Background: an optimization exercise with open tools, aiming at small area. Do not read the settings as production practice. In this exercise RTL edits were held to simulation tests only and were not proved equivalent to the original.

## flow/design.v (module list and top-level ports; edited modules follow where they fit)
// module hsv_to_rgb_converter_unit: 1286 lines
module hsv_to_rgb_converter_unit (
  input  wire logic                                 clk,
  input  wire logic                                 rst,
  input  wire logic                                 in_valid,
  output logic                                      in_stall,
  input  wire logic [hsv2rgb_pkg::HUE_BITS-1:0]     hue,
  input  wire logic [hsv2rgb_pkg::CHAN_BITS-1:0]    saturation,
  input  wire logic [hsv2rgb_pkg::CHAN_BITS-1:0]    value,
  output logic                                      out_valid,
  input  wire logic                                 out_stall,
  output logic [hsv2rgb_pkg::CHAN_BITS-1:0]         red,
  output logic [hsv2rgb_pkg::CHAN_BITS-1:0]         green,
  output logic [hsv2rgb_pkg::CHAN_BITS-1:0]         blue,
  output logic [3*hsv2rgb_pkg::CHAN_BITS-1:0]       packed_color
);
  // ...
==> flow/flow/run.sh <==
#!/bin/bash
# Layout flow: the standard flow with two changes to synthesis and one
# to placement.
#  - Synthesis: Yosys's synth runs without its quick ABC pass (-noabc), so
#    the full adders written in the RTL reach extract_fa without inverted
#    polarities, and the final ABC mapping uses flow/area.abc (area-oriented
#    mapping). Registers, their names and cell types are unchanged.
#  - Ports are buffered with sky130_fd_sc_hd__buf_1, and the buffers that
#    synthesis puts between outputs sharing a net are buf_1 too.
# Each tool's output goes to the ORFS logs under orfs/logs; make's output to
# standard.log.
set -euo pipefail
WORK=$PWD
FLOW=$WORK/flow
{
  echo 'proc synth {args} { yosys synth -nofsm -noshare -noabc {*}$args }'
  echo 'proc abc {args} {'
  echo '  set i [lsearch $args -script]'
  echo "  if { \$i >= 0 } { set args [lreplace \$args \$i [expr {\$i + 1}] -script $FLOW/area.abc] }"
  echo '  yosys abc {*}$args'
  echo '}'
  tail -n +2 synth_recipe.tcl
} > my_synth.tcl
bash standard.sh SYNTH_SCRIPT=$WORK/my_synth.tcl \
  "BUFFER_PORTS_ARGS=-buffer_cell sky130_fd_sc_hd__buf_1" \
  "MIN_BUF_CELL_AND_PORTS=sky130_fd_sc_hd__buf_1 A X" finish > standard.log 2>&1
==> flow/flow/area.abc <==
strash
dch -f
amap
topo
==> flow/standard.sh <==
#!/bin/bash
# synth_recipe.tcl (not shown) runs the flow's synth.tcl, then flattens the netlist and writes it again
# the make line also repeats each setting of config.mk as NAME=value (left out here)
make -C /OpenROAD-flow-scripts/flow DESIGN_CONFIG=/design/flow/config.mk WORK_HOME=/design/flow/orfs CLKGATE_MAP_FILE= SYNTH_SCRIPT=/design/flow/synth_recipe.tcl "${@:-finish}"
==> flow/config.mk <==
export PLATFORM = sky130hd
export DESIGN_NAME = hsv_to_rgb_converter_unit
export DESIGN_NICKNAME = hsv_to_rgb_converter_unit
export VERILOG_FILES = /design/flow/design.v
export SDC_FILE = /design/flow/constraint.sdc
export NUM_CORES = 4
export LEC_CHECK = 0
export ABC_AREA = 1
export CAP_MARGIN = 20
export CORE_MARGIN = 2
export CORE_UTILIZATION = 75
export CTS_BUF_LIST = sky130_fd_sc_hd__clkbuf_2 sky130_fd_sc_hd__clkbuf_4 sky130_fd_sc_hd__clkbuf_8
export GPL_TIMING_DRIVEN = 0
export SLEW_MARGIN = 20
==> flow/constraint.sdc <==
create_clock -name core_clock -period 7.5 [get_ports {clk}]
set_input_delay 1.5000 -clock core_clock [delete_from_list [all_inputs] [get_ports {clk}]]
set_output_delay 1.5000 -clock core_clock [all_outputs]
set_load 0.01 [all_outputs]
==> notes.md, run 1 <==
- Die area: 0.0135 mm^2
- Post-DR vias/cell: 5.90
- Syn_nets: 1268
- Final #Nets: 1374
- RePlAce Congestion: 0.898
- Cell taking the most area after synthesis: fa_1
- Fail Reasons: setup timing
- Seq Cell Count: 75
- Initial core utilization: 76.0%
- Post-synthesis register bit count: 75
- Metal2 WL: 10500 um
- Crit Path Max Fanout: 6
- Register area: 0.00223 mm^2
- Setup_tns: -0.306 ns
- Status: complete, but fails checks
- Fin worst setup slack: -0.137 ns
- Die X: 116 um
- Worst Setup EP: w52_q2[3]$_DFFE_PP_
- Commonest non-fill, non-tap cell in the layout: nor2_1
- Inverters: 117
- Antenna violation net count after detailed routing: 0
- Root Buffer: clkbuf_8
- First-pass GRT wire length: 32200 um
- CTS buffer count: 9
- CP startpoint kind: register
- # setup viols final: 3
- Synthesized area: 0.00947 mm^2
- Worst setup path start: m_q1[8]$_DFFE_PP_
- Post-synthesis simple-gate area fraction: 13.3%
- Syn-to-layout area delta: 12.2%
==> run 2, diff against run 1 <==
--- a/flow/config.mk
+++ b/flow/config.mk
@@ -10,5 +10,4 @@
 export CORE_MARGIN = 2
 export CORE_UTILIZATION = 75
 export CTS_BUF_LIST = sky130_fd_sc_hd__clkbuf_2 sky130_fd_sc_hd__clkbuf_4 sky130_fd_sc_hd__clkbuf_8
-export GPL_TIMING_DRIVEN = 0
 export SLEW_MARGIN = 20
==> run 2 against run 1 <==
Net effect: the layout still fails its checks (setup timing); wire length up 1.1%; register-to-register slack better by 0.05 ns; hold slack better by 0.068 ns; core utilization down 0.65 points; sequential cell count unchanged; fmax up 0.69%; die area unchanged; via count up 0.18%; synthesized area unchanged; clock skew down 0.00069 ns; first-iteration DRC count down 1.5%; critical path type unchanged; highest routed layer unchanged; sequential share of layout area up 0.16 points.
==> notes.md, run 2 <==
- Antenna violation net count after detailed routing: 0 (unchanged)
- Fin worst setup slack: -0.0847 ns (+0.0520 ns)
- Worst-skew pair later-pin latency: 0.36 ns
- Top-count cell post-synth: nor2_1
- WP data required: 7.61 ns
- Drt drc: 0
- Die X: 116 um (unchanged)
- IO Pins: 79
- Crit Path Max Fanout: 4 (-2)
- Status: complete, but fails checks
- Hold WC Path Type: reg -> reg
- Cell taking the most area after synthesis: fa_1
- Crit path DAT: 7.70 ns
- Mapped Avg Cell Area: 9.71 um^2
- Initial antenna violation count: 0
- Syn_nets: 1268 (unchanged)
- Largest net degree at the start of global routing: 76
- R2R Setup Slk: -0.08 ns
- GRT overflow: 0
- Root Buffer: clkbuf_8
- Vias in the first global route: 7262
- Final #Nets: 1368 (-0.44%)
- TritonCTS clock tree: built
- FMAX: 0.132 GHz
- Via count: 7436
- Crit path time final: 7.58 ns
- Post-synth EDFFs: 73
- YS warnings: 1
- Die area: 0.0135 mm^2 (unchanged)
- ANT cells: 0
- Period utilisation layout: 101%
- DR WL/cell: 17.0 um
- Setup crit end kind: register
- Setup_tns: -0.234 ns (+0.0722 ns)
- First-pass GRT wire length: 33500 um (+4.0%)
- CTS buffer count: 9 (unchanged)
- Die height: 116 um
- Reg clk slew, reported paths: 0.07 ns
- CP startpoint kind: register
- Detailed Routing Iterations Pass 1: 5
- Max_slew headroom: 39.3%
- RSZ-0062 raised after global routing: true
- Clk buf depth: 2
- Dpl ws: -0.227 ns
- Hold Vio Cnt, Final: 0
- Cells after Synth: 975
- Post-synthesis register bit count: 75 (unchanged)
- Total GRT Usage: 32.2%
- PortBufs: 78
- Final WL: 21200 um
- Final Skew: 0.00928 ns
- # setup viols final: 4 (+1)
- Commonest non-fill, non-tap cell in the layout: nor2_1
- CTS sink cnt: 75
- Ys async rst share: 0%
- CP max stage delay: 0.57 ns
- RePlAce Congestion: 0.902 (+0.43%)
- Critical-path top delay cell: fa_2
- Hpwl dp: 16300 um
- CORE AREA: 0.0125 mm^2
- Worst-Margin Slew: 0.910 ns
- Most used DFF post-synth: edfxtp_1
- Sequential fraction of the synthesis area: 23.6%
- Yosys top cell area share: 31.1%
- Synth cell types: 34
- Largest register FFs: 16
- Most frequent cells in the layout: 247 x nor2_1, 141 x fa_1, 116 x clkinv_1
- Largest cells by area after synthesis: fa_1 31%, edfxtp_1 23%, ha_1 15%
- Initial core utilization: 76.0% (unchanged)
- Synthesized area: 0.00947 mm^2 (unchanged)
- # rows: 41
- Synth cell count leaders: 255 x nor2_1, 147 x fa_1, 117 x clkinv_1, 117 x ha_1, 73 x edfxtp_1
- Slew Viols, Final: 0
- Share of layout cells above drive strength 1: 8.64%
- Fail Reasons: setup timing
- H-tree Lvls: 3
- Critical path type: reg -> reg
- Hold slack: 0.492 ns
- Biggest register: m_q1
- Syn-to-layout area delta: 11.4%
- Starting DRT DRC Count: 536
- Post-DR vias/cell: 5.95 (+0.90%)
- Max Cap Viol: 0
- Hold_buf cts: 0
[run 2: cell counts after synthesis]
No cell type changed its count.
[run 2: stage by stage]
step / cells / instance area [um^2] / utilization [%]
floorplan: 975 / 9500 / -
global placement: 1225 / 10100 / 81.1
detailed placement: 1225 / 10100 / 81.1
CTS: 1240 / 10300 / 83.0
global route: 1249 / 10500 / 84.6
finish: 1249 / 10500 / 84.6
[run 2: area by class of cell]
cell class              count  area [um^2]
multi-input cells         758         6930
flip-flops and latches     75         2230
fillers                   713         1920
repair buffers            114          574
inverters                 117          443
well taps                 172          215
clock buffers              12          146
clock inverters             1         3.75
[run 2: metal layers]
| layer | GRT usage, % | vias to the layer above | wire [um] |
|---|---|---|---|
| met4 | 14.8 | 0 | 827 |
| met5 | 0 | - | 0 |
| met2 | 55.9 | 396 | 10700 |
| met3 | 5.03 | 67 | 1570 |
| li1 | - | 3454 | - |
| met1 | 40.2 | 3519 | 8160 |
[run 2: final timing paths]
path                            endpoint  depth (start not counted)             startpoint
hold reg to reg   out_valid$_SDFFE_PP0P_                          2  valid_q1$_SDFFE_PP0P_
hold / removal    out_valid$_SDFFE_PP0P_                          2  valid_q1$_SDFFE_PP0P_
setup / recovery     w52_q2[2]$_DFFE_PP_                         33      m_q1[8]$_DFFE_PP_
setup reg to reg     w52_q2[2]$_DFFE_PP_                         33      m_q1[8]$_DFFE_PP_
[run 2: repair_timing]
item,CTS,global route
pin swaps,6,29
setup endpoints to repair,4,8
hold endpoints to repair,0,0
buffers inserted,2,9
gates resized for setup,15,35
[run 2: cell families (layout without fill, tap and decap cells)]
family                   count (synthesis)  count (layout)  share of synthesized area [%]
buffers and inverters                  142             244                           5.63
AO/OA/AOI/OAI                          169             169                           10.7
flip-flops                              75              75                           23.6
adder cells (fa/ha/maj)                264             264                           46.5
XOR/XNOR                                 3               3                          0.278
AND/OR/NAND/NOR                        322             322                           13.3
[run 2: critical path, delay by kind of cell, from the launching register on]
kind | cells | cell delay (ns)
adder cells (fa/ha/maj) | 12 | 4.41
AO/OA/AOI/OAI | 8 | 1.26
AND/OR/NAND/NOR | 12 | 1.16
flip-flops | 1 | 0.43
buffers and inverters | 1 | 0.05

re-timing with driven ports:
The flow's constraints put no driver on any port. The routed layouts listed below were extracted and timed again, unchanged, in two steps.
Step 1 sets driving cells, clkbuf_16 on the clock port and buf_2 on the other inputs (assumed; they add their load-dependent delay and slew).
Step 2 also shifts input and output timing later by t, the mid clock arrival at the registers, as if the neighbouring blocks saw the same clock.
Three values: ideal, step 1, step 2; two values: the first two.
| run | t (ns) | setup slack, ns | clock arrival spread, ns | worst slew at a driven data input, ns |
|---|---|---|---|---|
| run 1 | 0.399 | -0.137 / -0.137 / -0.137 | 0.009 / 0.009 | 0.03 |
| run 2 | 0.389 | -0.085 / -0.085 / -0.085 | 0.009 / 0.009 | 0.03 |
